This design comes from an exercise in tuning for small area and a short achievable clock period on the open sky130 flow, not from production work. Function was checked by simulation only, so behaviour that the tests miss may differ from the original. Power figures rest on the tool's default switching activity, not on a simulated workload.

==> job 4073 <==
==> flow/design.v <==
package rs_pkg;
    localparam int PR_WIDTH  = 6;
    localparam int ROB_WIDTH = 5;
    localparam int OP_WIDTH  = 4;
    localparam int AGE_WIDTH = 8;
    localparam int ALU_DEPTH = 4;
    localparam int MUL_DEPTH = 2;
    localparam int DIV_DEPTH = 2;
    localparam int NUM_CDB = 4;
    typedef enum logic [1:0] {
        unit_alu,
        unit_mul,
        unit_div
    } rs_unit_e;
    typedef struct packed {
        rs_unit_e              unit;
        logic [PR_WIDTH-1:0]   ps1;
        logic                  ps1_valid;
        logic [PR_WIDTH-1:0]   ps2;
        logic                  ps2_valid;
        logic [PR_WIDTH-1:0]   pd;
        logic [ROB_WIDTH-1:0]  rob_id;
        logic [OP_WIDTH-1:0]   op;
        logic [AGE_WIDTH-1:0]  age;
    } rs_dispatch_t;
    typedef struct packed {
        logic                  busy;
        logic [PR_WIDTH-1:0]   ps1;
        logic                  ps1_valid;
        logic [PR_WIDTH-1:0]   ps2;
        logic                  ps2_valid;
        logic [PR_WIDTH-1:0]   pd;
        logic [ROB_WIDTH-1:0]  rob_id;
        logic [OP_WIDTH-1:0]   op;
        logic [AGE_WIDTH-1:0]  age;
    } rs_entry_t;
    typedef struct packed {
        logic [PR_WIDTH-1:0]   ps1;
        logic [PR_WIDTH-1:0]   ps2;
        logic [PR_WIDTH-1:0]   pd;
        logic [ROB_WIDTH-1:0]  rob_id;
        logic [OP_WIDTH-1:0]   op;
    } rs_issue_t;
    typedef struct packed {
        logic                  valid;
        logic [PR_WIDTH-1:0]   pd;
    } cdb_t;
endpackage
module rs_wakeup (
    input  logic [5:0]  tag,
    input  logic [3:0]  cdb_valid,
    input  logic [23:0] cdb_pd,
    output logic        hit
);
    always_comb begin
        hit = 1'b0;
        for (int b = 0; b < 4; b++) begin
            hit = hit | (cdb_valid[b] && tag == cdb_pd[6*b +: 6]);
        end
    end
endmodule
module rs_station #(
    parameter int DEPTH        = 4,
    parameter bit OLDEST_FIRST = 1'b1
) (
    input  logic         clk,
    input  logic         kill,         
    input  logic         flush,
    input  logic         write,
    input  logic [5:0]   d_ps1,
    input  logic         d_ps1_rdy,    
    input  logic [5:0]   d_ps2,
    input  logic         d_ps2_rdy,
    input  logic [14:0]  d_rest,       
    input  logic [7:0]   d_age,
    input  logic [3:0]   cdb_valid,
    input  logic [23:0]  cdb_pd,
    input  logic         ready,
    output logic         issue_valid,
    output logic [26:0]  issue,
    output logic         full
);
    logic [DEPTH-1:0]        busy;
    logic [DEPTH-1:0][5:0]   ps1;
    logic [DEPTH-1:0][5:0]   ps2;
    logic [DEPTH-1:0]        v1;
    logic [DEPTH-1:0]        v2;
    logic [DEPTH-1:0][14:0]  rest;
    logic [DEPTH-1:0]        hit1;
    logic [DEPTH-1:0]        hit2;
    logic [DEPTH-1:0]        rdy;
    logic [DEPTH-1:0]        sel;
    logic [DEPTH-1:0]        alloc;
    logic [DEPTH*8-1:0]      age;
    logic [DEPTH*DEPTH-1:0]  older;
    for (genvar i = 0; i < DEPTH; i++) begin : g_wake
        rs_wakeup i_w1 (.tag(ps1[i]), .cdb_valid(cdb_valid), .cdb_pd(cdb_pd), .hit(hit1[i]));
        rs_wakeup i_w2 (.tag(ps2[i]), .cdb_valid(cdb_valid), .cdb_pd(cdb_pd), .hit(hit2[i]));
    end
    assign rdy  = busy & v1 & v2;
    assign full = &busy;
    for (genvar i = 0; i < DEPTH; i++) begin : g_alloc
        if (i == 0) begin : g_first
            assign alloc[i] = !busy[i];
        end else begin : g_rest
            assign alloc[i] = !busy[i] & (&busy[i-1:0]);
        end
    end
    if (OLDEST_FIRST) begin : g_age
        for (genvar i = 0; i < DEPTH; i++) begin : g_row
            always_ff @(posedge clk) begin
                if (!busy[i]) begin
                    age[8*i +: 8] <= d_age;
                end
            end
            for (genvar j = i + 1; j < DEPTH; j++) begin : g_pair
                always_ff @(posedge clk) begin
                    if (!busy[i]) begin
                        older[i*DEPTH+j] <= d_age <= age[8*j +: 8];
                    end else if (!busy[j]) begin
                        older[i*DEPTH+j] <= age[8*i +: 8] <= d_age;
                    end
                end
            end
        end
        for (genvar i = 0; i < DEPTH; i++) begin : g_sel
            logic [DEPTH-1:0] wins;
            for (genvar j = 0; j < DEPTH; j++) begin : g_cmp
                if (j < i) begin : g_lo
                    assign wins[j] = !rdy[j] | !older[j*DEPTH+i];
                end else if (j > i) begin : g_hi
                    assign wins[j] = !rdy[j] | older[i*DEPTH+j];
                end else begin : g_self
                    assign wins[j] = rdy[i];
                end
            end
            assign sel[i] = &wins;
        end
    end else begin : g_index
        for (genvar i = 0; i < DEPTH; i++) begin : g_sel
            if (i == 0) begin : g_first
                assign sel[i] = rdy[i];
            end else begin : g_rest
                assign sel[i] = rdy[i] & ~|rdy[i-1:0];
            end
        end
    end
    assign issue_valid = (|rdy) && ready && !flush;
    always_comb begin
        issue = '0;
        for (int i = 0; i < DEPTH; i++) begin
            issue = issue | ({27{sel[i]}} & {ps1[i], ps2[i], rest[i]});
        end
    end
    always_ff @(posedge clk) begin
        for (int i = 0; i < DEPTH; i++) begin
            if (!busy[i]) begin
                ps1[i]  <= d_ps1;
                ps2[i]  <= d_ps2;
                rest[i] <= d_rest;
                v1[i]   <= d_ps1_rdy;
                v2[i]   <= d_ps2_rdy;
            end else begin
                v1[i]   <= v1[i] | hit1[i];
                v2[i]   <= v2[i] | hit2[i];
            end
        end
    end
    always_ff @(posedge clk) begin
        if (kill) begin
            busy <= '0;
        end else begin
            busy <= (busy & ~(sel & {DEPTH{issue_valid}})) | (alloc & {DEPTH{write}});
        end
    end
endmodule
module rs_cluster (
    input  logic         clk,
    input  logic         reset,
    input  logic         flush,
    input  logic         dispatch_valid,
    input  logic [1:0]   dispatch_unit,
    input  logic [5:0]   dispatch_ps1,
    input  logic         dispatch_ps1_valid,
    input  logic [5:0]   dispatch_ps2,
    input  logic         dispatch_ps2_valid,
    input  logic [5:0]   dispatch_pd,
    input  logic [4:0]   dispatch_rob_id,
    input  logic [3:0]   dispatch_op,
    input  logic [7:0]   dispatch_age,
    input  logic [3:0]   cdb_valid,
    input  logic [23:0]  cdb_pd,
    input  logic         alu_ready,
    input  logic         mul_ready,
    input  logic         div_ready,
    output logic         alu_issue_valid,
    output logic         mul_issue_valid,
    output logic         div_issue_valid,
    output logic [26:0]  alu_issue,
    output logic [26:0]  mul_issue,
    output logic [26:0]  div_issue,
    output logic         alu_full,
    output logic         mul_full,
    output logic         div_full
);
    logic        kill;
    logic        in_hit1;
    logic        in_hit2;
    logic        d_ps1_rdy;
    logic        d_ps2_rdy;
    logic [14:0] d_rest;
    assign kill   = reset | flush;
    assign d_rest = {dispatch_pd, dispatch_rob_id, dispatch_op};
    rs_wakeup i_in1 (.tag(dispatch_ps1), .cdb_valid(cdb_valid), .cdb_pd(cdb_pd), .hit(in_hit1));
    rs_wakeup i_in2 (.tag(dispatch_ps2), .cdb_valid(cdb_valid), .cdb_pd(cdb_pd), .hit(in_hit2));
    assign d_ps1_rdy = dispatch_ps1_valid | in_hit1;
    assign d_ps2_rdy = dispatch_ps2_valid | in_hit2;
    rs_station #(.DEPTH(4), .OLDEST_FIRST(1'b1)) i_alu_station (
        .clk(clk), .kill(kill), .flush(flush),
        .write(dispatch_valid && dispatch_unit == 2'd0),
        .d_ps1(dispatch_ps1), .d_ps1_rdy(d_ps1_rdy),
        .d_ps2(dispatch_ps2), .d_ps2_rdy(d_ps2_rdy),
        .d_rest(d_rest), .d_age(dispatch_age),
        .cdb_valid(cdb_valid), .cdb_pd(cdb_pd),
        .ready(alu_ready),
        .issue_valid(alu_issue_valid), .issue(alu_issue), .full(alu_full)
    );
    rs_station #(.DEPTH(2), .OLDEST_FIRST(1'b0)) i_mul_station (
        .clk(clk), .kill(kill), .flush(flush),
        .write(dispatch_valid && dispatch_unit == 2'd1),
        .d_ps1(dispatch_ps1), .d_ps1_rdy(d_ps1_rdy),
        .d_ps2(dispatch_ps2), .d_ps2_rdy(d_ps2_rdy),
        .d_rest(d_rest), .d_age(dispatch_age),
        .cdb_valid(cdb_valid), .cdb_pd(cdb_pd),
        .ready(mul_ready),
        .issue_valid(mul_issue_valid), .issue(mul_issue), .full(mul_full)
    );
    rs_station #(.DEPTH(2), .OLDEST_FIRST(1'b0)) i_div_station (
        .clk(clk), .kill(kill), .flush(flush),
        .write(dispatch_valid && dispatch_unit == 2'd2),
        .d_ps1(dispatch_ps1), .d_ps1_rdy(d_ps1_rdy),
        .d_ps2(dispatch_ps2), .d_ps2_rdy(d_ps2_rdy),
        .d_rest(d_rest), .d_age(dispatch_age),
        .cdb_valid(cdb_valid), .cdb_pd(cdb_pd),
        .ready(div_ready),
        .issue_valid(div_issue_valid), .issue(div_issue), .full(div_full)
    );
endmodule
==> flow/run.sh <==
#!/bin/bash
# synth_recipe.tcl (not shown) runs the flow's synth.tcl, then flattens the netlist and writes it again
# the make line also repeats each setting of config.mk as NAME=value (left out here)
make -C /OpenROAD-flow-scripts/flow DESIGN_CONFIG=/design/flow/config.mk WORK_HOME=/design/flow/orfs CLKGATE_MAP_FILE= SYNTH_SCRIPT=/design/flow/synth_recipe.tcl finish
==> flow/config.mk <==
export PLATFORM = sky130hd
export DESIGN_NAME = rs_cluster
export DESIGN_NICKNAME = rs_cluster
export VERILOG_FILES = /design/flow/design.v
export SDC_FILE = /design/flow/constraint.sdc
export NUM_CORES = 4
export LEC_CHECK = 0
export CAP_MARGIN = 20
export CORE_MARGIN = 2
export CORE_UTILIZATION = 40
export SLEW_MARGIN = 20
==> flow/constraint.sdc <==
create_clock -name core_clock -period 9.0 [get_ports {clk}]
set_input_delay 1.8000 -clock core_clock [delete_from_list [all_inputs] [get_ports {clk}]]
set_output_delay 1.8000 -clock core_clock [all_outputs]
set_load 0.01 [all_outputs]
==> inputs of job 7500, as changes to job 4073 <==
--- a/flow/design.v
+++ b/flow/design.v
@@ -87,17 +87,22 @@
     logic [DEPTH-1:0]        v2;
     logic [DEPTH-1:0][14:0]  rest;
+    logic [DEPTH-1:0]        sel;
     logic [DEPTH-1:0]        hit1;
     logic [DEPTH-1:0]        hit2;
-    logic [DEPTH-1:0]        rdy;
-    logic [DEPTH-1:0]        sel;
     logic [DEPTH-1:0]        alloc;
+    logic [DEPTH-1:0]        busy_n;
+    logic [DEPTH-1:0]        v1_n;
+    logic [DEPTH-1:0]        v2_n;
+    logic [DEPTH-1:0]        rdy_n;
+    logic [DEPTH-1:0]        sel_n;
     logic [DEPTH*8-1:0]      age;
     logic [DEPTH*DEPTH-1:0]  older;
+    logic [DEPTH*DEPTH-1:0]  older_n;
     for (genvar i = 0; i < DEPTH; i++) begin : g_wake
         rs_wakeup i_w1 (.tag(ps1[i]), .cdb_valid(cdb_valid), .cdb_pd(cdb_pd), .hit(hit1[i]));
         rs_wakeup i_w2 (.tag(ps2[i]), .cdb_valid(cdb_valid), .cdb_pd(cdb_pd), .hit(hit2[i]));
     end
-    assign rdy  = busy & v1 & v2;
-    assign full = &busy;
+    assign full        = &busy;
+    assign issue_valid = (|sel) && ready && !flush;
     for (genvar i = 0; i < DEPTH; i++) begin : g_alloc
         if (i == 0) begin : g_first
@@ -107,5 +112,27 @@
         end
     end
+    always_comb begin
+        if (kill) begin
+            busy_n = '0;
+        end else begin
+            busy_n = (busy & ~(sel & {DEPTH{ready}})) | (alloc & {DEPTH{write}});
+        end
+        for (int i = 0; i < DEPTH; i++) begin
+            v1_n[i] = busy[i] ? (v1[i] | hit1[i]) : d_ps1_rdy;
+            v2_n[i] = busy[i] ? (v2[i] | hit2[i]) : d_ps2_rdy;
+        end
+        rdy_n = busy_n & v1_n & v2_n;
+    end
     if (OLDEST_FIRST) begin : g_age
+        logic [DEPTH-1:0] beats;
+        for (genvar k = 0; k < DEPTH; k++) begin : g_cmp
+            logic tie;
+            if (k == 0) begin : g_first
+                assign tie = 1'b0;
+            end else begin : g_rest
+                assign tie = !(&busy[k-1:0]);
+            end
+            rs_age_cmp i_cmp (.a(d_age), .b(age[8*k +: 8]), .tie(tie), .lt(beats[k]));
+        end
         for (genvar i = 0; i < DEPTH; i++) begin : g_row
             always_ff @(posedge clk) begin
@@ -115,10 +142,8 @@
             end
             for (genvar j = i + 1; j < DEPTH; j++) begin : g_pair
+                assign older_n[i*DEPTH+j] = !busy[i] ? beats[j] :
+                                            !busy[j] ? !beats[i] : older[i*DEPTH+j];
                 always_ff @(posedge clk) begin
-                    if (!busy[i]) begin
-                        older[i*DEPTH+j] <= d_age <= age[8*j +: 8];
-                    end else if (!busy[j]) begin
-                        older[i*DEPTH+j] <= age[8*i +: 8] <= d_age;
-                    end
+                    older[i*DEPTH+j] <= older_n[i*DEPTH+j];
                 end
             end
@@ -126,25 +151,24 @@
         for (genvar i = 0; i < DEPTH; i++) begin : g_sel
             logic [DEPTH-1:0] wins;
-            for (genvar j = 0; j < DEPTH; j++) begin : g_cmp
+            for (genvar j = 0; j < DEPTH; j++) begin : g_w
                 if (j < i) begin : g_lo
-                    assign wins[j] = !rdy[j] | !older[j*DEPTH+i];
+                    assign wins[j] = !rdy_n[j] | !older_n[j*DEPTH+i];
                 end else if (j > i) begin : g_hi
-                    assign wins[j] = !rdy[j] | older[i*DEPTH+j];
+                    assign wins[j] = !rdy_n[j] | older_n[i*DEPTH+j];
                 end else begin : g_self
-                    assign wins[j] = rdy[i];
+                    assign wins[j] = rdy_n[i];
                 end
             end
-            assign sel[i] = &wins;
+            assign sel_n[i] = &wins;
         end
     end else begin : g_index
         for (genvar i = 0; i < DEPTH; i++) begin : g_sel
             if (i == 0) begin : g_first
-                assign sel[i] = rdy[i];
+                assign sel_n[i] = rdy_n[i];
             end else begin : g_rest
-                assign sel[i] = rdy[i] & ~|rdy[i-1:0];
-            end
-        end
-    end
-    assign issue_valid = (|rdy) && ready && !flush;
+                assign sel_n[i] = rdy_n[i] & ~|rdy_n[i-1:0];
+            end
+        end
+    end
     always_comb begin
         issue = '0;
@@ -159,17 +183,22 @@
                 ps2[i]  <= d_ps2;
                 rest[i] <= d_rest;
-                v1[i]   <= d_ps1_rdy;
-                v2[i]   <= d_ps2_rdy;
-            end else begin
-                v1[i]   <= v1[i] | hit1[i];
-                v2[i]   <= v2[i] | hit2[i];
-            end
-        end
-    end
-    always_ff @(posedge clk) begin
-        if (kill) begin
-            busy <= '0;
-        end else begin
-            busy <= (busy & ~(sel & {DEPTH{issue_valid}})) | (alloc & {DEPTH{write}});
+            end
+        end
+        v1      <= v1_n;
+        v2      <= v2_n;
+        busy    <= busy_n;
+        sel     <= sel_n;
+    end
+endmodule
+module rs_age_cmp (
+    input  logic [7:0] a,
+    input  logic [7:0] b,
+    input  logic       tie,
+    output logic       lt
+);
+    always_comb begin
+        lt = tie;
+        for (int i = 0; i < 8; i++) begin
+            lt = (a[i] ^ b[i]) ? b[i] : lt;
         end
     end
==> flow/flow/run.sh (new file) <==
#!/bin/bash
# The standard layout, with plain buf_1 cells as the port buffers, a clock
# tree without dummy loads and the ready/flush/issue_valid ports side by side.
set -euo pipefail
export BUFFER_PORTS_ARGS="-buffer_cell sky130_fd_sc_hd__buf_1"
export CTS_ARGS="-sink_clustering_enable -repair_clock_nets -dont_use_dummy_load -sink_clustering_size 14 -sink_clustering_max_diameter 100 -buf_list {sky130_fd_sc_hd__clkbuf_8}"
export PRE_IO_PLACEMENT_TCL="$(pwd)/flow/io.tcl"
bash standard.sh > standard_flow.log 2>&1
==> flow/flow/io.tcl (new file) <==
# Keep the ports of the paths from inputs straight to outputs (unit ready and
# flush to issue_valid) next to each other.
set_io_pin_constraint -group -order -pin_names {alu_issue_valid alu_ready flush mul_ready mul_issue_valid div_ready div_issue_valid}
==> flow/standard.sh (new file) <==
#!/bin/bash
# synth_recipe.tcl (not shown) runs the flow's synth.tcl, then flattens the netlist and writes it again
# the make line also repeats each setting of config.mk as NAME=value (left out here)
make -C /OpenROAD-flow-scripts/flow DESIGN_CONFIG=/design/flow/config.mk WORK_HOME=/design/flow/orfs CLKGATE_MAP_FILE= SYNTH_SCRIPT=/design/flow/synth_recipe.tcl "${@:-finish}"
- CORE_UTILIZATION: 40 -> 65
- PLACE_DENSITY: default -> 0.9
- SETUP_SLACK_MARGIN: default -> 5.0
removed: flow/run.sh
==> notes <==
- Job 4073 finished clean. Job 7500 completed with no timing, DRC or antenna violations.
- Between job 7500 and job 4073, the lower combinational power is in job 7500 (gap about 6%, measured against job 4073).
- Against job 7500, the synthesized area of job 4073 is smaller by about 1.2%.
- Critical path depth is the same in job 7500 and job 4073.
- Of job 4073 and job 7500, job 7500 has the higher utilization (gap 21 points).

## what the ideal ports hide
The results above use ideal ports. As a check the final layouts listed here were re-extracted and re-timed, cells and wires unchanged.
Step 1 (the two cells are an assumption about what drives the block):
set clk [get_ports {clk}]
set_driving_cell -lib_cell sky130_fd_sc_hd__clkbuf_16 $clk
set_driving_cell -lib_cell sky130_fd_sc_hd__buf_2 [delete_from_list [all_inputs] $clk]
Step 2 times the ports against the registers' clock, not the clock port: input delays grow and output delays shrink by t, the midpoint of the rising clock arrivals with the driver on.
Slacks: ideal / step 1 / step 2; pairs: ideal / step 1.
| run | t (ns) | slack for setup (ns) | worst register clock-pin slew, ns | worst slew at a driven data input, ns | pins driven straight from the clock port |
|---|---|---|---|---|---|
| job 4073 | 0.644 | 3.574 / 3.550 / 3.550 | 0.07 / 0.07 | 0.05 | 1 |
| job 7500 | 0.611 | 4.958 / 4.914 / 4.504 | 0.10 / 0.10 | 0.08 | 1 |
After both steps every run listed still meets setup and hold. For job 7500, which loses most, drivers alone change the setup slack by -0.044 ns; drivers and shift together by -0.454 ns.
